Context: an optimization exercise on an open-source flow, tuned for small area. The choices shown serve that exercise and are no tape-out recipe. Function was checked by simulation only, so behaviour that the tests miss may differ from the original. Power and IR drop assume default switching activity. The flow treats the clock pin as an ideal source, which a real chip does not have.

[flow/design.v]
module fft32_frame_loader #(
    parameter  int DW  = 34,
    parameter  int NPT = 32,
    localparam int FW  = NPT * DW
) (
    input  logic          sys_clk,
    input  logic          sys_rst_n,
    input  logic [DW-1:0] s_data,
    input  logic          s_valid,
    input  logic          s_last,
    output logic          s_ready,
    output logic [FW-1:0] m_data,
    output logic          m_valid,
    input  logic          m_ready,
    output logic          frame_err,
    output logic [15:0]   frame_cnt
);
    localparam int IDXW = $clog2(NPT);
    localparam int SW   = FW - DW;
    logic [SW-1:0]   fill_r;
    logic [DW-1:0]   last_r;
    logic [FW-1:0]   pres_r;
    logic [IDXW-1:0] wr_idx_r;
    logic            one_r;      
    logic            two_r;      
    logic            frame_err_r;
    logic [15:0]     frame_cnt_r;
    logic            accept_s;
    logic            last_slot_s;
    logic            commit_s;
    logic            early_s;
    assign accept_s    = s_valid && !two_r;
    assign last_slot_s = (wr_idx_r == IDXW'(NPT - 1));
    assign commit_s    = accept_s && last_slot_s;
    assign early_s     = accept_s && s_last && !last_slot_s;
    always_ff @(posedge sys_clk) begin
        if (accept_s && !last_slot_s) begin
            fill_r <= {s_data, fill_r[SW-1:DW]};
        end
        if (commit_s) begin
            last_r <= s_data;
        end
        if (!one_r || m_ready) begin
            pres_r <= {(two_r ? last_r : s_data), fill_r};
        end
    end
    always_ff @(posedge sys_clk or negedge sys_rst_n) begin
        if (!sys_rst_n) begin
            wr_idx_r    <= '0;
            one_r       <= 1'b0;
            two_r       <= 1'b0;
            frame_err_r <= 1'b0;
            frame_cnt_r <= 16'd0;
        end else begin
            one_r       <= commit_s || two_r || (one_r && !m_ready);
            two_r       <= two_r ? !m_ready : (one_r && commit_s && !m_ready);
            frame_err_r <= (commit_s && !s_last) || early_s;
            if (commit_s) begin
                wr_idx_r    <= '0;
                frame_cnt_r <= frame_cnt_r + 16'd1;
            end else if (early_s) begin
                wr_idx_r    <= '0;
            end else if (accept_s) begin
                wr_idx_r    <= wr_idx_r + IDXW'(1);
            end
        end
    end
    assign s_ready   = !two_r;
    assign m_valid   = one_r;
    assign m_data    = pres_r;
    assign frame_err = frame_err_r;
    assign frame_cnt = frame_cnt_r;
endmodule
[flow/flow/run.sh]
#!/bin/bash
# Standard ORFS layout; only the port buffer cell and the CTS options differ.
set -euo pipefail
export BUFFER_PORTS_ARGS="-buffer_cell sky130_fd_sc_hd__buf_1"
export CTS_ARGS="-sink_clustering_enable -repair_clock_nets -dont_use_dummy_load -buf_list sky130_fd_sc_hd__clkbuf_8 -sink_clustering_size 22 -sink_clustering_max_diameter 45"
bash standard.sh > standard.log 2>&1
[flow/standard.sh]
#!/bin/bash
# synth_recipe.tcl (not shown) runs the flow's synth.tcl, then flattens the netlist and writes it again
# the make line also repeats each setting of config.mk as NAME=value (left out here)
make -C /OpenROAD-flow-scripts/flow DESIGN_CONFIG=/design/flow/config.mk WORK_HOME=/design/flow/orfs CLKGATE_MAP_FILE= SYNTH_SCRIPT=/design/flow/synth_recipe.tcl "${@:-finish}"
[flow/config.mk]
export PLATFORM = sky130hd
export DESIGN_NAME = fft32_frame_loader
export DESIGN_NICKNAME = fft32_frame_loader
export VERILOG_FILES = /design/flow/design.v
export SDC_FILE = /design/flow/constraint.sdc
export NUM_CORES = 4
export LEC_CHECK = 0
export CAP_MARGIN = 5
export CORE_MARGIN = 2
export CORE_UTILIZATION = 60
export PLACE_DENSITY = 0.7
export SLEW_MARGIN = 5
[flow/constraint.sdc]
create_clock -name core_clock -period 5.0 [get_ports {sys_clk}]
set_input_delay 1.0000 -clock core_clock [delete_from_list [all_inputs] [get_ports {sys_clk}]]
set_output_delay 1.0000 -clock core_clock [all_outputs]
set_load 0.01 [all_outputs]
==> run summary, run 1 <==
The layout cell share with drive strength beyond 1 was 0.0734; the share of the synthesized area in compound gates (AO/OA/AOI/OAI) was 0.000842. Summed over all nets, the half-perimeter wirelength after detailed placement is 111 mm. The area share of the leading cell type in the synthesized netlist is 0.977, and the source-to-sink clock delay at the later pin of the worst-skew pair is 0.88 ns. 1146 I/O pins were placed. For this run, design rule violations remaining after detail routing come to 0.

For the worst setup slack after placement, the log shows 1.96 ns. Routability-driven placement finished with a final weighted congestion of 0.952. The synthesized netlist occupies a cell area of 0.0669 mm^2. The wire length of the first global-routing pass is 200 mm, and the post-detailed-route count of antenna-violating nets is 0.

Clock-pin slew was measured on the worst setup and hold paths at 0.10 ns. CTS placed an instance of clkbuf_8 at the clock tree root. The category of the worst setup path capture point is an output pin.

Buffers placed on the I/O ports in this run total 1145. In this run the standard cell core region covers 0.111 mm^2. The final-report hold violation count is 0, and the required time of the critical path is 4.00 ns. Width of the die: 338 um.

The share of flip-flops with an asynchronous set or reset was 0.0109. The proportion of synthesized area in mux cells was 0.00589. The final layout contains routed wiring with a total length of 150 mm. Max-cap violations in this run came to 0. The final-layout fill cell count is 6598.

The number of storage elements in the synthesis netlist is 2200, and the starting density of the core is 0.604. The final-layout setup total negative slack is 0 ns. Final critical delay including setup and external delays: 2.94 ns.

The maximum number of pins on one net before global-route repair is 108. For this design, the sink count on the clock tree is 2200. TritonCTS built the clock tree. Yosys instantiated no cell more often than edfxtp_1. Across all layers, the routed design uses 28200 vias. Buffers added to address setup during post-CTS repair amount to 0. The overflow left after global routing came out at 0.

For the pin with the worst max-slew slack, the measured transition is 1.04 ns. edfxtp_1 takes more of the synthesized area than any other cell. For the largest clock skew in the final design, the log shows 0.125 ns. Critical path startpoint category: a flop. The post-layout net count was 3710. The mean instance size in the synthesized netlist was 29.0 um^2. The run gives 0 as the final count of pins violating max slew. The post-synthesis share of cell area spent on and, or, nand and nor gates works out to 0.00342. The gate count after technology mapping is 2307, and the maximum fanout encountered on the critical timing path is 38. The final period utilization was 0.587; the total clock buffers created by CTS was 159. The initial antenna violation count came out at 8. Setup violations remaining at the end of the flow were counted as 0. The H-tree was split into 4 levels.

The initialized floorplan defines 122 standard-cell rows. After detailed routing, the average wire length per cell comes to 29.1 um. The count of cell types in the netlist was 29; the post-synthesis share of cell area spent on full adders, half adders and majority gates was 0.000561.

Counting flops with a built-in enable in the synthesized netlist gives 2176. In this run the power density over the cells is 403 mW/mm^2. The utilization after layout came out at 0.686. The tools report the relative slew slack as 0.304. Synthesis warning total: 1.

Setup repair after global routing left no endpoint under its margin. The maximum VDD drop came out at 0.265 mV. Area share of xor/xnor cells in the synthesized design: 0.00221.

The main combinational cell family by area after synthesis was multiplexers. Based on the critical path, the design can be clocked at up to 341 MHz. Yosys attributes the largest share of cell area to edfxtp_1 (98%), dfrtp_1 (0.90%), mux2_2 (0.59%). In the synthesized netlist the dominant register cell turns out to be edfxtp_1. For the via count of the first global-routing pass, the log shows 27800.

In the synthesized netlist, the cells that appear most often are edfxtp_1 (2176), mux2_2 (35), dfrtp_1 (24). The analysis attributes to cell leakage a power of 0.0257 uW. The number of nets in the synthesized netlist was 2349; the share of synthesized area occupied by flip-flops and latches was 0.986. The vias per cell was 5.46. The run gives 5 as the iteration count of the initial detailed-routing pass. The tightest min-delay check is of the in -> async type.

The floorplan step defined a die boundary enclosing 0.114 mm^2. The tools report the total routing usage reported by global routing as 0.257. The critical path start-end classification was reg -> out. The number of placed instances, taps included, is 4995.

The post-cts repair resize count came out at 0. The arrival time of data at the critical path endpoint was 1.94 ns. The run finished with no timing, DRC or antenna violations. The floorplan step set the die height to 338 um.

The first-iteration detailed-routing DRC count was 2418; the post-layout instance count excluding filler cells was 5159. Setup slack on the critical path of the routed design comes to 2.06 ns. The area growth from synthesis to layout is 13.6%. The maximum root-to-sink buffer count came out at 3. The number of hold buffers added after CTS is 0.
## sequential cells by signal (all words and copies together), names as in the netlist
| name | flops |
|---|---|
| last_r | 34 |
| frame_cnt_r | 16 |
| fill_r | 1054 |
| wr_idx_r | 5 |
| frame_err_r | 1 |
| one_r | 1 |
| pres_r | 1088 |
| two_r | 1 |
## placed cells by master, fill, tap and decap left out, types with 2 or more instances in the layout
master / count
and3_1: 6
nand4_1: 4
xnor2_1: 13
ha_1: 2
dfrtp_1: 23
mux2_2: 35
a22o_1: 2
diode_2: 5
buf_1: 1145
nand3_2: 3
edfxtp_1: 2176
nand2_1: 6
buf_12: 21
nor3_1: 2
clkbuf_8: 159
o21ai_0: 5
xor2_1: 2
buf_4: 42
nand2b_4: 2
nor2_1: 2
and4_1: 2
## cells by family (layout without fill, tap and decap cells)
logic type / count (synthesis) / in the layout
XOR/XNOR: 16 / 16
adder cells (fa/ha/maj): 3 / 3
flip-flops: 2200 / 2200
AND/OR/NAND/NOR: 35 / 35
buffers and inverters: 9 / 1368
multiplexers: 35 / 35
AO/OA/AOI/OAI: 9 / 9
other: 0 / 5
## critical path: stages (launching register included)
cell     delay, ns
dfrtp_2       0.38
buf_4         0.48
inv_1         0.08
buf_1         0.14
## path summary, 6_finish.rpt
kind	slack [ns]	from	endpoint	depth (start not counted)
max	2.06	two_r	s_ready	3
max reg2reg	2.12	wr_idx_r[0]	fill_r[152]	6
min reg2reg	0.34	fill_r[751]	fill_r[717]	0
min	0.13	sys_rst_n	one_r	2
max in group asynchronous	4.57	sys_rst_n	frame_cnt_r[8]	2
min in group core_clock	0.34	fill_r[751]	fill_r[717]	0
## area by class of cell
type / count / area (um^2) / area share
tap: 1488 / 1860 / 0.0245
antenna: 5 / 12.5 / 0.000165
inverter: 1 / 3.75 / 0.0000494
multi-input combinational: 98 / 891 / 0.0117
sequential: 2200 / 65900 / 0.868
clock buffer: 159 / 2190 / 0.0288
timing repair buffer: 1208 / 5030 / 0.0663
## per-layer routing
metal  track usage  part of all wire  vias to the layer above
met1         0.282              0.32                    14500
met4         0.135             0.055                        0
met2         0.444              0.52                     1440
met3        0.0885              0.10                      308
li1              -                 -                    11900
met5             0                 0                        -
## power by group
group	switching (uW)	internal, uW
Clock	4850	2850
Sequential	562	21300
Combinational	767	226
Total	6180	24400
## metrics by stage
step / hold WS, ns / power (uW) / instance area (um^2)
after floorplan: 0.400 / 22600 / 66900
after global placement: 0.401 / 23200 / 73700
after detailed placement: 0.405 / 23300 / 73700
after CTS: 0.0368 / 30800 / 75900
after global routing: 0.0858 / 31500 / 75900
final: 0.132 / 30600 / 75900
==> run 2: changes to the inputs <==
==> flow/flow/run.sh (replaced) <==
#!/bin/bash
# Standard ORFS layout; only the port buffer cell and the CTS options differ.
set -euo pipefail
export BUFFER_PORTS_ARGS="-buffer_cell sky130_fd_sc_hd__buf_1"
export CTS_ARGS="-sink_clustering_enable -repair_clock_nets -dont_use_dummy_load -buf_list sky130_fd_sc_hd__clkbuf_16 -sink_clustering_size 32 -sink_clustering_max_diameter 80"
bash standard.sh > standard.log 2>&1
--- a/flow/config.mk
+++ b/flow/config.mk
@@ -7,3 +7,3 @@
 export LEC_CHECK = 0
-export CAP_MARGIN = 5
+export CAP_MARGIN = 20
 export CORE_MARGIN = 2
@@ -11,2 +11,2 @@
 export PLACE_DENSITY = 0.7
-export SLEW_MARGIN = 5
+export SLEW_MARGIN = 20
==> run 2 against run 1 <==
Effect of this change: design area is 0.28% lower; maximum frequency grew 4.4%; routed wire length decreased by 0.54%; setup slack gained 0.12 ns; clock power down 1%; global-route usage is 0.33 points lower; area after synthesis unchanged; critical path type is now reg -> reg; critical endpoint is now fill_r[19]; largest power group unchanged; highest routed layer unchanged.
==> run summary, run 2 <==
The vias per cell was 5.45 (-0.31%); the post-cts repair resize count was 0 (unchanged). In the layout the commonest cells are edfxtp_1 (2176), buf_1 (1145), clkbuf_16 (79). For the HPWL reported at the end of detailed placement, the log shows 111 mm (unchanged). The library cell used most frequently in the layout, excluding fill and tap cells, is edfxtp_1. The arrival time of data at the critical path endpoint was 3.16 ns (+1.22 ns). The post-synthesis share of cell area spent on full adders, half adders and majority gates was 0.000561 (unchanged). The TritonCTS sink count came out at 2200 (unchanged). The worst register-to-register path begins at wr_idx_r[0].

The highest-utilization routing layer at the global route stage is met2. Setup repair after global routing left no endpoint under its margin. The quantity of I/O buffers inserted on ports was 1145 (unchanged). For this run, the leading register cell type out of synthesis is edfxtp_1. The logs give 0 (unchanged) for the setup violation total in the final timing report and 122 (unchanged) for the number of rows created at floorplan.

The category of the worst setup path capture point is a flop. Leakage power total: 0.0255 uW (-0.66%). For the core region area, the log shows 0.111 mm^2 (unchanged).

For the utilization after layout, the log shows 0.684 (-0.00189). The number of flops mapped to enable cells by yosys was 2176 (unchanged); the post-detailed-route count of antenna-violating nets was 0 (unchanged). Among all cell types in the netlist, the one instantiated most often is edfxtp_1. The number of flip-flops under the largest register name came out at 1088 (unchanged).

The required time of the critical path is 5.35 ns (+1.35 ns). The proportion of synthesized area in mux cells is 0.00589 (unchanged). The achievable clock frequency is 356 MHz (+4.4%), and the post-synthesis to final-layout area growth is 13.3%. The run gives 3630 (-2.2%) as the post-layout net count. Final period utilization: 0.562 (-0.0249). The maximum fanout encountered on the critical timing path came out at 86 (+130%). The power density over the cells was 402 mW/mm^2 (about the same); the first-iteration detailed-routing DRC count was 2581 (+6.7%). The tools report the overflow left after global routing as 0 (unchanged). The logs give 6060 uW (-1.9%) for the total net switching power and 79 (-50%) for the total clock buffers created by CTS.

The number of cells on the worst reg-to-reg path was 6 (unchanged). CTS placed an instance of clkbuf_16 at the clock tree root. The logs give 0.0757 mm^2 (-0.28%) for the design area and 0 (unchanged) for the post-CTS setup buffer count. The starting density of the core was 0.604 (unchanged); the initial antenna violation count was 8 (unchanged). Number of hold buffers added after CTS: 0 (unchanged). The share of the synthesized area in compound gates (AO/OA/AOI/OAI) was 0.000842 (unchanged); the die outline area was 0.114 mm^2 (unchanged). For the I/O pin count, the log shows 1146 (unchanged). The slew at the pin closest to its max-slew limit is 1.01 ns (-0.0360 ns). The run gives 2.19 ns (+0.07 ns) as the register-to-register setup slack.

The run gives 0.0669 mm^2 (unchanged) as the summed instance area of the synthesized netlist. Relative contribution of the clock network to total power: 0.249 (-0.003). The logs give 24400 uW (about the same) for the total internal power and 30500 uW (-0.35%) for the overall power consumption. The relative slew slack came out at 0.328 (+0.0240). The flow ran to the end and the layout has no timing, DRC or antenna violations.

The power share of the combinational group was 0.032 (about the same). Yosys attributes the largest share of cell area to edfxtp_1 (98%), dfrtp_1 (0.90%), mux2_2 (0.59%). The source-to-sink clock delay at the later pin of the worst-skew pair was 0.69 ns (-0.19 ns); the area share of xor/xnor cells in the synthesized design was 0.00221 (unchanged).

The run gives 1 (unchanged) as the synthesis warning total. For the via count of the first global-routing pass, the log shows 27100 (-2.8%). The gate count after technology mapping came out at 2307 (unchanged). Final weighted congestion in routability-driven placement: 0.952 (unchanged). By count the netlist is led by edfxtp_1 (2176), mux2_2 (35), dfrtp_1 (24).

The run gives 29 (unchanged) as the count of cell types in the netlist. TritonCTS built the clock tree. The placed standard-cell area was 0.0737 mm^2 (unchanged).

The share of flip-flops with an asynchronous set or reset was 0.0109 (unchanged). Counting flops per register, the top entry is pres_r. The iteration count of the initial detailed-routing pass was 5 (unchanged); the final critical delay including setup and external delays was 2.81 ns (-0.124 ns). The met2 track demand over resource came out at 0.456 (+0.0125). The final count of pins violating max slew is 0 (unchanged).

The maximum root-to-sink buffer count is 3 (unchanged), and the area share of the leading cell type in the synthesized netlist is 0.977 (unchanged). The height of the die was 338 um (unchanged); the total wirelength of the detailed-routed design was 149 mm (-0.54%). The total number of vias is 27700 (-1.8%), and the switching share of total power is 0.199 (-0.00321). Largest clock skew in the final design: 0.0653 ns (-0.0593 ns).

The largest registers in the layout are pres_r x1088, fill_r x1054, last_r x34. The worst register-to-register path ends at fill_r[19]. The met1 demand-to-capacity share in global routing was 0.282 (+0.000413); the number of nets in the synthesized netlist was 2349 (unchanged). Final-layout setup total negative slack: 0 ns (unchanged).

Main combinational cell family by area after synthesis: multiplexers. The number of design rule violations left after detail routing is 0 (unchanged), and the width of the die is 338 um (unchanged). Maximum number of pins on one net before global-route repair: 108 (unchanged). The number of storage elements in the synthesis netlist is 2200 (unchanged), and the mean instance size in the synthesized netlist is 29.0 um^2 (unchanged). The worst setup path is launched from a flop. The logs give 0 (unchanged) for the final-report hold violation count and 0.0729 (-0.0156) for the met3 track demand over resource in global routing. Worst hold path class: in -> async.

The fraction of power consumed by sequential logic is 0.718 (+0.002), and the average wire per cell in the routed design is 29.4 um (+1.0%). The run gives 0.254 (-0.00331) as the total routing usage reported by global routing. The critical path in this run is classified as reg -> reg. The number of H-tree branching levels came out at 3 (-1).

The register clock-pin slew on the reported worst setup and hold paths was 0.11 ns (about the same); the maximum VDD drop was 0.333 mV (+26%). The wire length of the first global-routing pass is 198 mm (-1.2%). The share of synthesized area occupied by flip-flops and latches came out at 0.986 (unchanged).

Cell accounting for the most synthesized area: edfxtp_1. For the max-cap violation count, the log shows 0 (unchanged). For the final-layout fill cell count, the log shows 6682 (+1.3%). Layout cell share with drive strength beyond 1: 0.0527 (-0.0207).

The post-synthesis share of cell area spent on and, or, nand and nor gates works out to 0.00342 (unchanged).
run 2: changes by cell type in the layout (fill, tap and decap cells not counted):
cell,delta
clkbuf_8,-159
clkbuf_16,+79
diode_2,+1
run 2: metal layers:
layer	up-vias	wire length, um	share of wire
met5	-	0	0
met4	0	6880	0.046
met3	239	14000	0.094
met2	1331	79900	0.54
met1	14300	48400	0.32
li1	11800	-	-
run 2: through the flow:
step	cells	worst slack (ns)	hold slack, ns
6_report	5080	2.19	0.288
5_1_grt	5076	2.05	0.292
4_1_cts	5074	2.17	0.251
3_5_place_dp	4995	1.96	0.405
3_3_place_gp	4995	1.99	0.401
2_1_floorplan	2307	-12.14	0.400
run 2: worst max-delay path by stage:
stage / startpoint / end / slack, ns
after floorplan: s_valid / fill_r[0] / -12.14
after global placement: m_ready / pres_r[482] / 1.99
after detailed placement: s_valid / fill_r[24] / 1.96
after CTS: two_r / s_ready / 2.17
after global routing: wr_idx_r[0] / fill_r[899] / 2.05
final: wr_idx_r[0] / fill_r[19] / 2.19
run 2: critical path, stage by stage, from the launching register on:
cell and delay, ns:
dfrtp_1 0.44, ha_1 0.25, and3_1 0.20, ha_2 0.23
nor2_4 0.50, buf_12 0.34, buf_12 0.41
run 2: cell type report:
type                       count  area (um^2)  share of cell area
antenna                        6         15.0            0.000198
clock buffer                  79         1980              0.0261
inverter                       1         3.75           0.0000496
multi-input combinational     98          891              0.0118
sequential                  2200        65900               0.871
tap                         1488         1860              0.0246
timing repair buffer        1208         5030              0.0665
run 2: power groups by stage:
| stage | sequential (uW) | combinational, uW | clock, uW |
|---|---|---|---|
| 2_1_floorplan | 22400 | 136 | 0 |
| 3_3_place_gp | 22300 | 993 | 0 |
| 4_1_cts | 21900 | 998 | 7750 |
| 3_5_place_dp | 22300 | 996 | 0 |
| 5_1_grt | 22000 | 1050 | 8280 |
| 6_report | 21900 | 988 | 7600 |
run 2: kinds of logic (layout without fill, tap and decap cells):
logic type | count (synthesis) | in the layout
other | 0 | 6
AO/OA/AOI/OAI | 9 | 9
buffers and inverters | 9 | 1288
flip-flops | 2200 | 2200
adder cells (fa/ha/maj) | 3 | 3
multiplexers | 35 | 35
AND/OR/NAND/NOR | 35 | 35
XOR/XNOR | 16 | 16
==> run 3: changes to the inputs <==
==> flow/flow/run.sh (replaced) <==
#!/bin/bash
# Standard ORFS layout; only the port buffer cell and the CTS options differ.
set -euo pipefail
export BUFFER_PORTS_ARGS="-buffer_cell sky130_fd_sc_hd__buf_1"
export CTS_ARGS="-sink_clustering_enable -repair_clock_nets -dont_use_dummy_load -buf_list sky130_fd_sc_hd__clkbuf_8 -sink_clustering_size 22 -sink_clustering_max_diameter 60"
bash standard.sh > standard.log 2>&1
--- a/flow/config.mk
+++ b/flow/config.mk
@@ -10,3 +10,3 @@
 export CORE_UTILIZATION = 60
-export PLACE_DENSITY = 0.7
+export PLACE_DENSITY = 0.85
 export SLEW_MARGIN = 20
==> run 3 against run 2 <==
Effect of this change: global-route usage down 0.21 points; via count grew 3.4%; clock-buffer cell count grew 33; critical path type unchanged; power fell by 3.1%; worst hold slack worse by 0.11 ns; critical path depth did not move; maximum frequency down 3.7%; final cell count rose by 0.55%; first-iteration DRC count is 7.7% higher; clock power decreased by 13%; routed wire length decreased by 0.45%; area after synthesis is the same.
==> run summary, run 3 <==
The flow ran to the end and the layout has no timing, DRC or antenna violations. The overall power consumption came out at 29500 uW (-3.1%). Top flip-flop cell by instance count after synthesis: edfxtp_1. The gate count after technology mapping came out at 2307 (unchanged). The tools report the synthesis warning total as 1 (unchanged).

The worst setup path is of the reg -> reg kind. TritonCTS sink count: 2200 (unchanged). The number of cells on the worst reg-to-reg path was 6 (unchanged); the slew at the pin closest to its max-slew limit was 0.959 ns (-0.0495 ns). The logs give 199 mm (+0.72%) for the wire length of the first global-routing pass and 0 (unchanged) for the final count of pins violating max slew. The share of synthesized area occupied by flip-flops and latches came out at 0.986 (unchanged). The final period utilization is 0.584 (+0.0219).

The vias per cell works out to 5.60 (+2.8%). The number of flops mapped to enable cells by yosys was 2176 (unchanged); the max-cap violation count was 0 (unchanged). The relative slew slack came out at 0.361 (+0.0330). The area share of the leading cell type in the synthesized netlist works out to 0.977 (unchanged). In this run the worst hold path is classified as in -> async. For the overflow left after global routing, the log shows 0 (unchanged). Leaving out fill and tap cells, the most frequent cell in the layout is edfxtp_1. For the total wirelength of the detailed-routed design, the log shows 148 mm (-0.45%). For the smallest hold slack, the log shows 0.175 ns (-0.114 ns).

In the final layout, the registers with the most flip-flops are pres_r x1088, fill_r x1054, last_r x34. The logic depth of the worst setup path including buffers was 6 (unchanged). For the achievable clock frequency, the log shows 342 MHz (-3.7%).

The tools report the root buffer selected by CTS as clkbuf_8. The share of flip-flops with an asynchronous set or reset works out to 0.0109 (unchanged). The final critical delay including setup and external delays came out at 2.92 ns (+0.109 ns). Walking the worst path, the cells encountered are ha_1 > and3_1 > ha_2 > nor2_4 > buf_12 > buf_12.

The number of flip-flops under the largest register name works out to 1088 (unchanged). The worst setup path is captured at a flop. The number of storage elements in the synthesis netlist is 2200 (unchanged), and the core region area is 0.111 mm^2 (unchanged). TritonCTS built the clock tree. The tools report the count of cell types in the netlist as 29 (unchanged). The number of rows created at floorplan was 122 (unchanged). The average wire per cell in the routed design was 29.1 um (-1.0%). The tools report the setup violation total in the final timing report as 0 (unchanged).

The mean instance size in the synthesized netlist came out at 29.0 um^2 (unchanged). The final-layout setup total negative slack is 0 ns (unchanged), and the layout cell share with drive strength beyond 1 is 0.0598 (+0.00708). The tools report the post-layout net count as 3657 (+0.74%). The register clock-pin slew on the reported worst setup and hold paths came out at 0.12 ns (about the same). First-iteration detailed-routing DRC count: 2781 (+7.7%). The number of H-tree branching levels is 3 (unchanged). The cell seen most often among critical-path stages was buf_12.

The maximum fanout encountered on the critical timing path is 66 (-23%). The highest-delay cell along the critical path is nor2_4. The post-detailed-route count of antenna-violating nets was 0 (unchanged). Required time of the critical path: 5.40 ns (+0.05 ns).

The run gives 2.08 ns (-0.11 ns) as the register-to-register setup slack. The tools report the post-CTS setup buffer count as 0 (unchanged). The number of nets in the synthesized netlist is 2349 (unchanged), and the source-to-sink clock delay at the later pin of the worst-skew pair is 0.81 ns (+0.12 ns).

The tools report the die outline area as 0.114 mm^2 (unchanged). The logs give 0.604 (unchanged) for the starting density of the core and 0.252 (-0.00208) for the total routing usage reported by global routing. The final weighted congestion in routability-driven placement came out at 0.863 (-9.3%). The largest total area in the synthesized netlist belongs to edfxtp_1. The critical path startpoint category was a flop. Maximum cell stage delay along the critical path: 0.72 ns (+0.22 ns).

The power density over the cells was 392 mW/mm^2 (-2.5%); the initial antenna violation count was 7 (-1). Launch instance of the worst register-to-register path: wr_idx_r[0]. By count the netlist is led by edfxtp_1 (2176), mux2_2 (35), dfrtp_1 (24).

The number of hold buffers added after CTS was 0 (unchanged). Ranked by total cell area, the synthesized netlist is headed by edfxtp_1 (98%), dfrtp_1 (0.90%), mux2_2 (0.59%). The tools report the start point of the critical path as wr_idx_r[0]. The run gives 162 (+50%) as the maximum number of pins on one net before global-route repair.

The number of buffer and inverter instances along the worst setup path was 2 (unchanged); the summed instance area of the synthesized netlist was 0.0669 mm^2 (unchanged). The width of the die is 338 um (unchanged). The quantity of I/O buffers inserted on ports was 1145 (unchanged). Setup repair after global routing left no endpoint under its margin. The tools report the iteration count of the initial detailed-routing pass as 5 (unchanged). In the layout the commonest cells are edfxtp_1 (2176), buf_1 (1145), clkbuf_8 (112). Via count of the first global-routing pass: 27800 (+2.7%).

The run gives 0.0254 uW (-0.71%) as the leakage power total. The arrival time of data at the critical path endpoint is 3.32 ns (+0.16 ns), and the maximum VDD drop is 0.346 mV (+4.1%). The total clock buffers created by CTS is 112 (+42%), and the largest clock skew in the final design is 0.0824 ns (+0.0171 ns). Grouping stages by cell kind, the critical path spends the most delay in simple AND/OR/NAND/NOR gates. Capture point of the worst path: fill_r[278]. The tools report the worst setup slack after placement as 1.88 ns (-0.0735 ns). The tools report the post-cts repair resize count as 0 (unchanged).

The final-report hold violation count is 0 (unchanged), and the final-layout fill cell count is 6073 (-9.1%). Relative to the synthesized area, the layout overhead comes to 12.6%. The worst register-to-register path ends at fill_r[278].

More flip-flops sit in one register than any other, and that register is pres_r. The total number of vias came out at 28600 (+3.4%). The logs give 2.08 ns (-0.109 ns) for the minimum setup slack in the final design and 110 mm (-1.3%) for the HPWL reported at the end of detailed placement. The cell with the most instances after synthesis is edfxtp_1.

For the maximum root-to-sink buffer count, the log shows 3 (unchanged). Number of design rule violations left after detail routing: 0 (unchanged). The I/O pin count was 1146 (unchanged); the height of the die was 338 um (unchanged).
## run 3: cell families after synthesis
logic type / count (synthesis) / synth area share
AO/OA/AOI/OAI: 9 / 0.000842
XOR/XNOR: 16 / 0.00221
adder cells (fa/ha/maj): 3 / 0.000561
buffers and inverters: 9 / 0.000805
flip-flops: 2200 / 0.986
multiplexers: 35 / 0.00589
AND/OR/NAND/NOR: 35 / 0.00342
## run 3: how the worst min path moves through the flow
stage	startpoint	to	slack, ns	cells past startpoint
global placement	fill_r[18]	pres_r[18]	0.40	0
finish	sys_rst_n	one_r	0.17	2
floorplan	fill_r[0]	pres_r[0]	0.40	0
detailed placement	fill_r[20]	pres_r[20]	0.41	0
global route	sys_rst_n	one_r	0.17	2
CTS	sys_rst_n	one_r	0.09	2
## run 3: worst register-to-register path, stage by stage (launching register included)
cell and delay, ns:
dfrtp_1 0.43, ha_1 0.24, and3_1 0.19, ha_2 0.23, nor2_4 0.72, buf_12 0.30
buf_12 0.41
## run 3: area by class of cell
class | count | area, um^2 | area share
Antenna cell | 7 | 17.5 | 0.000233
Inverter | 1 | 3.75 | 0.0000499
Timing Repair Buffer | 1202 | 5000 | 0.0664
Sequential cell | 2200 | 65900 | 0.876
Tap cell | 1488 | 1860 | 0.0247
Multi-Input combinational cell | 98 | 891 | 0.0118
Clock buffer | 112 | 1540 | 0.0205
## run 3: metrics by stage
stage                     std cells  utilization  instance area, um^2
after floorplan                2307            -                66900
after global placement         4989        0.666                73700
after detailed placement       4989        0.666                73700
after CTS                      5101        0.680                75200
after global routing           5104        0.680                75300
final                          5108        0.680                75300
## run 3: report_power, final
part | leakage [uW] | switching, uW | internal, uW
Clock | 0.000805 | 4600 | 2020
Combinational | 0.00207 | 740 | 230
Sequential | 0.0225 | 608 | 21300
Total | 0.0254 | 5940 | 23600
## run 3: per-layer routing
| metal | vias to the layer above | GRT usage | routed length (um) |
|---|---|---|---|
| met5 | - | 0 | 0 |
| met4 | 0 | 0.134 | 8620 |
| met3 | 354 | 0.0562 | 14500 |
| met2 | 1991 | 0.448 | 78500 |
| met1 | 14400 | 0.285 | 46800 |
| li1 | 11800 | - | - |
==> run 4: changes to the inputs <==
==> flow/flow/run.sh (replaced) <==
#!/bin/bash
# Standard ORFS layout; only the port buffer cell and the CTS options differ.
set -euo pipefail
export BUFFER_PORTS_ARGS="-buffer_cell sky130_fd_sc_hd__buf_1"
export CTS_ARGS="-sink_clustering_enable -repair_clock_nets -dont_use_dummy_load -buf_list sky130_fd_sc_hd__clkbuf_8 -sink_clustering_size 20 -sink_clustering_max_diameter 50"
bash standard.sh > standard.log 2>&1
--- a/flow/config.mk
+++ b/flow/config.mk
@@ -10,3 +10,3 @@
 export CORE_UTILIZATION = 60
-export PLACE_DENSITY = 0.85
+export PLACE_DENSITY = 0.7
 export SLEW_MARGIN = 20
==> run 4 against run 3 <==
Effect of this change: combinational power rose by 2%; highest routed layer unchanged; critical path depth fell by 3; worst hold slack got worse by 0.041 ns; routed wire length rose by 0.86%; power rose by 2.5%; via count fell by 1.8%; maximum frequency barely moved; design area rose by 0.63%; area after synthesis did not move; sequential cell count did not move; die area did not move; largest power group unchanged; still clean.
==> run summary, run 4 <==
The switching share of total power is 0.202 (+0.00100), and the total internal power is 24100 uW (+2.4%). The run gives 0 ns (unchanged) as the final-layout setup total negative slack. The category of the worst setup path capture point was an output pin. The total clock buffers created by CTS is 144 (+29%). The cell with the most instances after synthesis is edfxtp_1. For the first-iteration detailed-routing DRC count, the log shows 2483 (-11%). The tools report the synthesis warning total as 1 (unchanged). For the I/O pin count, the log shows 1146 (unchanged). For the post-cts repair resize count, the log shows 0 (unchanged). The utilization after layout was 0.684 (+0.00430); the footprint of the multi-input gates was 891 um^2 (unchanged).

Setup repair after global routing left no endpoint under its margin. The power share of the combinational group is 0.033 (about the same), and the slew at the pin closest to its max-slew limit is 1.06 ns (+0.0976 ns). The final-report hold violation count came out at 0 (unchanged).

The run gives 0 (unchanged) as the post-detailed-route count of antenna-violating nets. After synthesis, the most frequently instantiated cells are edfxtp_1 (2176), mux2_2 (35), dfrtp_1 (24). The HPWL reported at the end of detailed placement is 111 mm (+1.3%). The number of design rule violations left after detail routing came out at 0 (unchanged). The share of synthesized area occupied by flip-flops and latches was 0.986 (unchanged); the height of the die was 338 um (unchanged).

The vias per cell is 5.46 (-2.6%), and the maximum VDD drop is 0.283 mV (-18%). The required time of the critical path was 4.00 ns (-1.40 ns). The power density over the cells came out at 400 mW/mm^2 (+1.9%). For this run, the leading register cell type out of synthesis is edfxtp_1.

The share of flip-flops with an asynchronous set or reset was 0.0109 (unchanged). Die outline area: 0.114 mm^2 (unchanged). The root buffer cell chosen for the clock tree is clkbuf_8. The tools report the final weighted congestion in routability-driven placement as 0.952 (+10%). The cell accounting for the most synthesized area was edfxtp_1. The maximum root-to-sink buffer count came out at 3 (unchanged). Max-cap violation count: 0 (unchanged). In this run the worst hold path is classified as in -> async. The total net switching power is 6130 uW (+3.1%), and the setup violation total in the final timing report is 0 (unchanged). The number of flip-flops under the largest register name was 1088 (unchanged). The final critical delay including setup and external delays was 2.92 ns (-0.000930 ns); the gate count after technology mapping was 2307 (unchanged). The final count of pins violating max slew is 0 (unchanged), and the layout cell share with drive strength beyond 1 is 0.0696 (+0.00979).

For the total number of vias, the log shows 28100 (-1.8%). The run gives 2349 (unchanged) as the number of nets in the synthesized netlist. Mean instance size in the synthesized netlist: 29.0 um^2 (unchanged). The number of storage elements in the synthesis netlist is 2200 (unchanged).

The relative contribution of the clock network to total power was 0.244 (+0.020). Maximum fanout encountered on the critical timing path: 38 (-42%). The logs give 0.86 ns (+0.05 ns) for the source-to-sink clock delay at the later pin of the worst-skew pair and 0.111 ns (+0.0283 ns) for the largest clock skew in the final design.

The iteration count of the initial detailed-routing pass was 5 (unchanged). The fraction of power consumed by sequential logic came out at 0.723 (-0.020). Average wire per cell in the routed design: 29.1 um (about the same). The maximum number of pins on one net before global-route repair was 108 (-33%); the final period utilization was 0.584 (about the same).

In the final layout, the registers with the most flip-flops are pres_r x1088, fill_r x1054, last_r x34. The count of cell types in the netlist was 29 (unchanged). Sorting the synthesized cells by area gives the leading types as edfxtp_1 (98%), dfrtp_1 (0.90%), mux2_2 (0.59%).

The area share of the leading cell type in the synthesized netlist is 0.977 (unchanged), and the arrival time of data at the critical path endpoint is 1.92 ns (-1.40 ns). For the number of H-tree branching levels, the log shows 4 (+1). The most common cell after layout, fill and taps aside was edfxtp_1. The post-layout net count is 3695 (+1.0%), and the summed instance area of the synthesized netlist is 0.0669 mm^2 (unchanged). The relative slew slack was 0.296 (-0.0650); the total routing usage reported by global routing was 0.257 (+0.00484).

The library cells used most frequently in the layout, excluding fill and tap cells, are edfxtp_1 (2176), buf_1 (1145), clkbuf_8 (144). The run gives 9 (+2) as the initial antenna violation count. For the area occupied by registers, the log shows 0.0659 mm^2 (unchanged).

The achievable clock frequency is 343 MHz (about the same). Critical path start-end classification: reg -> out. pres_r holds more flip-flops than any other register. TritonCTS built the clock tree. The total wirelength of the detailed-routed design was 150 mm (+0.86%); the core region area was 0.111 mm^2 (unchanged). The via count of the first global-routing pass is 27700 (-0.33%), and the width of the die is 338 um (unchanged). The number of hold buffers added after CTS is 0 (unchanged), and the post-synthesis to final-layout area growth is 13.3%.

The tools report the post-CTS setup buffer count as 0 (unchanged). Register clock-pin slew on the reported worst setup and hold paths: 0.11 ns (about the same). STA classifies the critical path startpoint as a flop. The starting density of the core was 0.604 (unchanged). The final-layout fill cell count came out at 6642 (+9.4%). The run gives 0.0256 uW (+0.96%) as the leakage power total. For the wire length of the first global-routing pass, the log shows 200 mm (+0.24%). The run finished with no timing, DRC or antenna violations. The smallest hold slack came out at 0.133 ns (-0.0414 ns).

The number of flops mapped to enable cells by yosys works out to 2176 (unchanged). The number of rows created at floorplan was 122 (unchanged). The quantity of I/O buffers inserted on ports works out to 1145 (unchanged). TritonCTS sink count: 2200 (unchanged). The overflow left after global routing was 0 (unchanged).
## run 4: cell type report
class                           instances  share of cell area
Timing Repair Buffer                 1208              0.0665
Inverter                                1           0.0000496
Tap cell                             1488              0.0246
Sequential cell                      2200               0.871
Antenna cell                            8            0.000264
Multi-Input combinational cell         98              0.0118
Clock buffer                          144              0.0262
## run 4: power groups by stage
stage | Clock, uW | Combinational, uW | Sequential [uW]
2_1_floorplan | 0 | 136 | 22400
3_3_place_gp | 0 | 993 | 22300
3_5_place_dp | 0 | 996 | 22300
4_1_cts | 7570 | 998 | 21900
5_1_grt | 8180 | 1060 | 22000
6_report | 7390 | 990 | 21900
## run 4: worst paths after layout
check / from / end / slack (ns) / cells after the start
setup / recovery: two_r / s_ready / 2.08 / 3
hold / removal: sys_rst_n / one_r / 0.13 / 2
setup reg to reg: wr_idx_r[0] / fill_r[6] / 2.11 / 6
hold reg to reg: fill_r[777] / fill_r[743] / 0.37 / 0
max in group asynchronous: sys_rst_n / frame_cnt_r[9] / 4.50 / 2
min in group core_clock: fill_r[777] / fill_r[743] / 0.37 / 0
## run 4: logic make-up after synthesis
logic type,count (synthesis),share of synthesized area
fa+ha+maj,3,0.000561
buf+inv,9,0.000805
mux,35,0.00589
simple gates,35,0.00342
xor+xnor,16,0.00221
compound gates,9,0.000842
flops,2200,0.986
## run 4: metrics by stage
stage,power [uW],instances,area (um^2),setup WS [ns]
after floorplan,22600,2307,66900,-12.14
after global placement,23200,4995,73700,1.99
after detailed placement,23300,4995,73700,1.96
after CTS,30500,5139,75700,1.97
after global routing,31200,5143,75700,1.95
final,30300,5147,75700,2.08
## run 4: critical path: stages (launching register included)
cell	delay, ns
dfrtp_2	0.38
buf_4	0.48
inv_1	0.08
buf_1	0.14
## run 4: per-layer routing
layer,global-route usage,routed length [um]
met1,0.282,47700
met2,0.447,79300
met3,0.0876,15100
met4,0.123,7570
met5,0,0
==> run 5: changes to the inputs <==
==> flow/flow/run.sh (replaced) <==
#!/bin/bash
# Standard ORFS layout; only the port buffer cell and the CTS options differ.
set -euo pipefail
export BUFFER_PORTS_ARGS="-buffer_cell sky130_fd_sc_hd__buf_1"
export CTS_ARGS="-sink_clustering_enable -repair_clock_nets -dont_use_dummy_load -buf_list sky130_fd_sc_hd__clkbuf_8 -sink_clustering_size 20 -sink_clustering_max_diameter 70"
bash standard.sh > standard.log 2>&1
==> run 5 against run 4 <==
Effect of this change: via count decreased by 0.41%; worst hold slack improved by 0.00083 ns; power shrank 1.7%; critical path type unchanged; largest cell class unchanged.
==> run summary, run 5 <==
The final critical delay including setup and external delays was 2.91 ns (-0.00814 ns); the power density over the cells was 395 mW/mm^2 (-1.3%). The required time of the critical path was 4.00 ns (about the same). The count of cell types in the netlist was 29 (unchanged); the HPWL reported at the end of detailed placement was 111 mm (unchanged). For the max-cap violation count, the log shows 0 (unchanged). The commonest cells after synthesis are edfxtp_1 (2176), mux2_2 (35), dfrtp_1 (24).

Slew at the pin closest to its max-slew limit: 1.01 ns (-0.0432 ns). The largest total area in the synthesized netlist belongs to edfxtp_1. For the number of H-tree branching levels, the log shows 3 (-1). Post-layout instance count excluding filler cells: 5124 (-0.45%).

The mean instance size in the synthesized netlist works out to 29.0 um^2 (unchanged). The overflow left after global routing is 0 (unchanged). The run gives 6679 (+0.56%) as the final-layout fill cell count. The tools report the root buffer selected by CTS as clkbuf_8. Leaving out fill and tap cells, the most frequent cell in the layout is edfxtp_1.

The layout cell share with drive strength beyond 1 was 0.0637 (-0.00590). In the synthesized netlist the dominant register cell turns out to be edfxtp_1. The flow ran to the end and the layout has no timing, DRC or antenna violations. The worst setup slack after placement is 1.96 ns (unchanged).

The relative slew slack is 0.325 (+0.0288). Fraction of power consumed by sequential logic: 0.735 (+0.012). The post-layout net count is 3672 (-0.62%).

The final-layout setup total negative slack came out at 0 ns (unchanged). The logs give 199 mm (-0.62%) for the wire length of the first global-routing pass and 0.111 mm^2 (unchanged) for the core region area. edfxtp_1 is the most common cell in the netlist. The I/O pin count was 1146 (unchanged). The area share of the leading cell type in the synthesized netlist works out to 0.977 (unchanged). In the layout the commonest cells are edfxtp_1 (2176), buf_1 (1145), clkbuf_8 (121). The number of flops mapped to enable cells by yosys is 2176 (unchanged), and the final period utilization is 0.582 (-0.00163). For the total internal power, the log shows 23700 uW (-1.8%). The worst setup path is captured at an output pin. The top register by number of flip-flops was pres_r.

The average wire per cell in the routed design was 29.1 um (+0.17%); the post-CTS setup buffer count was 0 (unchanged). For the power share of the combinational group, the log shows 0.033 (about the same). The height of the die came out at 338 um (unchanged).

The footprint of the multi-input gates is 891 um^2 (unchanged), and the share of flip-flops with an asynchronous set or reset is 0.0109 (unchanged). The total routing usage reported by global routing is 0.255 (-0.00183), and the total number of vias is 28000 (-0.41%). The gate count after technology mapping came out at 2307 (unchanged). Number of rows created at floorplan: 122 (unchanged). In the post-synthesis netlist, the biggest area contributors are edfxtp_1 (98%), dfrtp_1 (0.90%), mux2_2 (0.59%). The minimum setup slack in the final design is 2.09 ns (+0.00814 ns).

The tools report the post-cts repair resize count as 0 (unchanged). Relative contribution of the clock network to total power: 0.232 (-0.012). The TritonCTS sink count was 2200 (unchanged); the total clock buffers created by CTS was 121 (-16%). The final-report hold violation count was 0 (unchanged); the leakage power total was 0.0254 uW (-0.65%). The largest registers in the layout are pres_r x1088, fill_r x1054, last_r x34. The logs give 149 mm (-0.28%) for the total wirelength of the detailed-routed design and 6040 uW (-1.3%) for the total net switching power. The quantity of I/O buffers inserted on ports works out to 1145 (unchanged). The run gives 11 (+2) as the initial antenna violation count. The starting density of the core was 0.604 (unchanged); the number of storage elements in the synthesis netlist was 2200 (unchanged).

For the area occupied by registers, the log shows 0.0659 mm^2 (unchanged). The worst setup path is launched from a flop. The run gives 2472 (-0.44%) as the first-iteration detailed-routing DRC count. The setup path with the least slack is of type reg -> out. The maximum fanout encountered on the critical timing path was 38 (unchanged); the synthesis warning total was 1 (unchanged). The number of design rule violations left after detail routing is 0 (unchanged), and the die outline area is 0.114 mm^2 (unchanged). The logs give 108 (unchanged) for the maximum number of pins on one net before global-route repair and 27500 (-0.82%) for the via count of the first global-routing pass. The number of flip-flops under the largest register name works out to 1088 (unchanged). The post-synthesis to final-layout area growth is 12.8%, and the achievable clock frequency is 344 MHz (+0.28%). The number of nets in the synthesized netlist is 2349 (unchanged), and the final weighted congestion in routability-driven placement is 0.952 (unchanged). The iteration count of the initial detailed-routing pass is 5 (unchanged), and the switching share of total power is 0.203 (+0.000708). The register clock-pin slew on the reported worst setup and hold paths came out at 0.11 ns (about the same).

The min-delay analysis places its worst path in the category in -> async. The maximum root-to-sink buffer count was 3 (unchanged). TritonCTS built the clock tree. Setup repair after global routing left no endpoint under its margin. The largest clock skew in the final design is 0.0836 ns (-0.0271 ns). The setup violation total in the final timing report came out at 0 (unchanged). The source-to-sink clock delay at the later pin of the worst-skew pair is 0.84 ns (-0.02 ns). The maximum VDD drop was 0.268 mV (-5.4%). The post-detailed-route count of antenna-violating nets is 0 (unchanged).

The width of the die came out at 338 um (unchanged). The vias per cell came out at 5.46 (about the same). The arrival time of data at the critical path endpoint was 1.91 ns (about the same); the utilization after layout was 0.681 (-0.00286). For the summed instance area of the synthesized netlist, the log shows 0.0669 mm^2 (unchanged). Number of placed instances with taps included: 4995 (unchanged). The run gives 0 (unchanged) as the final count of pins violating max slew.

The logs give 0.986 (unchanged) for the share of synthesized area occupied by flip-flops and latches and 0 (unchanged) for the number of hold buffers added after CTS.
## run 5: cell count changes in the layout (fill, tap and decap cells not counted), sizes merged
cell    before  now
clkbuf     144  121
## run 5: final timing paths
path,cells past startpoint,to,slack [ns],from
worst max register to register,6,fill_r[89],2.11,wr_idx_r[0]
worst min-delay path,2,one_r,0.13,sys_rst_n
worst max-delay path,3,s_ready,2.09,two_r
worst min register to register,0,pres_r[495],0.39,fill_r[495]
min in group core_clock,0,pres_r[495],0.39,fill_r[495]
max in group asynchronous,2,frame_cnt_r[10],4.53,sys_rst_n
## run 5: kinds of logic (layout without fill, tap and decap cells)
| logic type | after synthesis | count (layout) | synth area share |
|---|---|---|---|
| flip-flops | 2200 | 2200 | 0.986 |
| multiplexers | 35 | 35 | 0.00589 |
| AND/OR/NAND/NOR | 35 | 35 | 0.00342 |
| XOR/XNOR | 16 | 16 | 0.00221 |
| AO/OA/AOI/OAI | 9 | 9 | 0.000842 |
| buffers and inverters | 9 | 1330 | 0.000805 |
| adder cells (fa/ha/maj) | 3 | 3 | 0.000561 |
| other | 0 | 8 | 0 |
## run 5: power by group through the flow
stage / clock network [uW] / registers [uW] / logic, uW
3_5_place_dp: 0 / 22300 / 996
5_1_grt: 7640 / 22000 / 1050
3_3_place_gp: 0 / 22300 / 993
4_1_cts: 7060 / 21900 / 998
2_1_floorplan: 0 / 22400 / 136
6_report: 6890 / 21900 / 988
## run 5: metrics by stage
step	hold slack (ns)	total power, uW	area, um^2
4_1_cts	0.0366	30000	75400
5_1_grt	0.0947	30600	75400
3_3_place_gp	0.401	23200	73700
2_1_floorplan	0.400	22600	66900
3_5_place_dp	0.405	23300	73700
6_report	0.134	29800	75400
## run 5: worst max-delay path: stages, from the launching register on
cell	delay [ns]
dfrtp_2	0.38
buf_4	0.47
inv_1	0.08
buf_1	0.14
## run 5: final cells by class
| type | count | area share |
|---|---|---|
| flip-flops and latches | 2200 | 0.874 |
| repair buffers | 1208 | 0.0667 |
| well taps | 1488 | 0.0247 |
| clock buffers | 121 | 0.0221 |
| multi-input cells | 98 | 0.0118 |
| diodes | 8 | 0.000265 |
| inverters | 1 | 0.0000498 |
## run 5: layer usage
| metal | up-vias | wire (um) | GRT usage |
|---|---|---|---|
| met2 | 1436 | 79700 | 0.450 |
| met5 | - | 0 | 0 |
| met3 | 255 | 14300 | 0.0805 |
| li1 | 11900 | - | - |
| met4 | 0 | 7020 | 0.113 |
| met1 | 14400 | 48300 | 0.284 |

## re-timing with driven ports
The flow's constraints put no driver on any port. The routed layouts listed below were extracted and timed again, unchanged, in two steps.
Step 1, drivers: a clkbuf_16 drives sys_clk and a buf_2 each remaining input, both assumed.
Step 2 times the ports against the registers' clock, not the clock port: input delays grow and output delays shrink by t, the midpoint of the rising clock arrivals with the driver on.
Three values: ideal, step 1, step 2; two values: the first two.
run | shift t [ns] | slack for setup (ns) | worst setup path after step 2
run 1 | 0.881 | 2.065 / 1.991 / 1.884 | input to register
run 2 | 0.738 | 2.189 / 2.164 / 1.927 | input to register
run 3 | 0.827 | 2.080 / 2.065 / 1.824 | input to register
run 4 | 0.877 | 2.081 / 2.010 / 1.908 | input to register
run 5 | 0.871 | 2.089 / 2.014 / 1.906 | input to register
After both steps setup and hold are still met in every run listed. For run 2, which loses most, drivers alone change the setup slack by -0.025 ns; drivers and shift together by -0.262 ns.
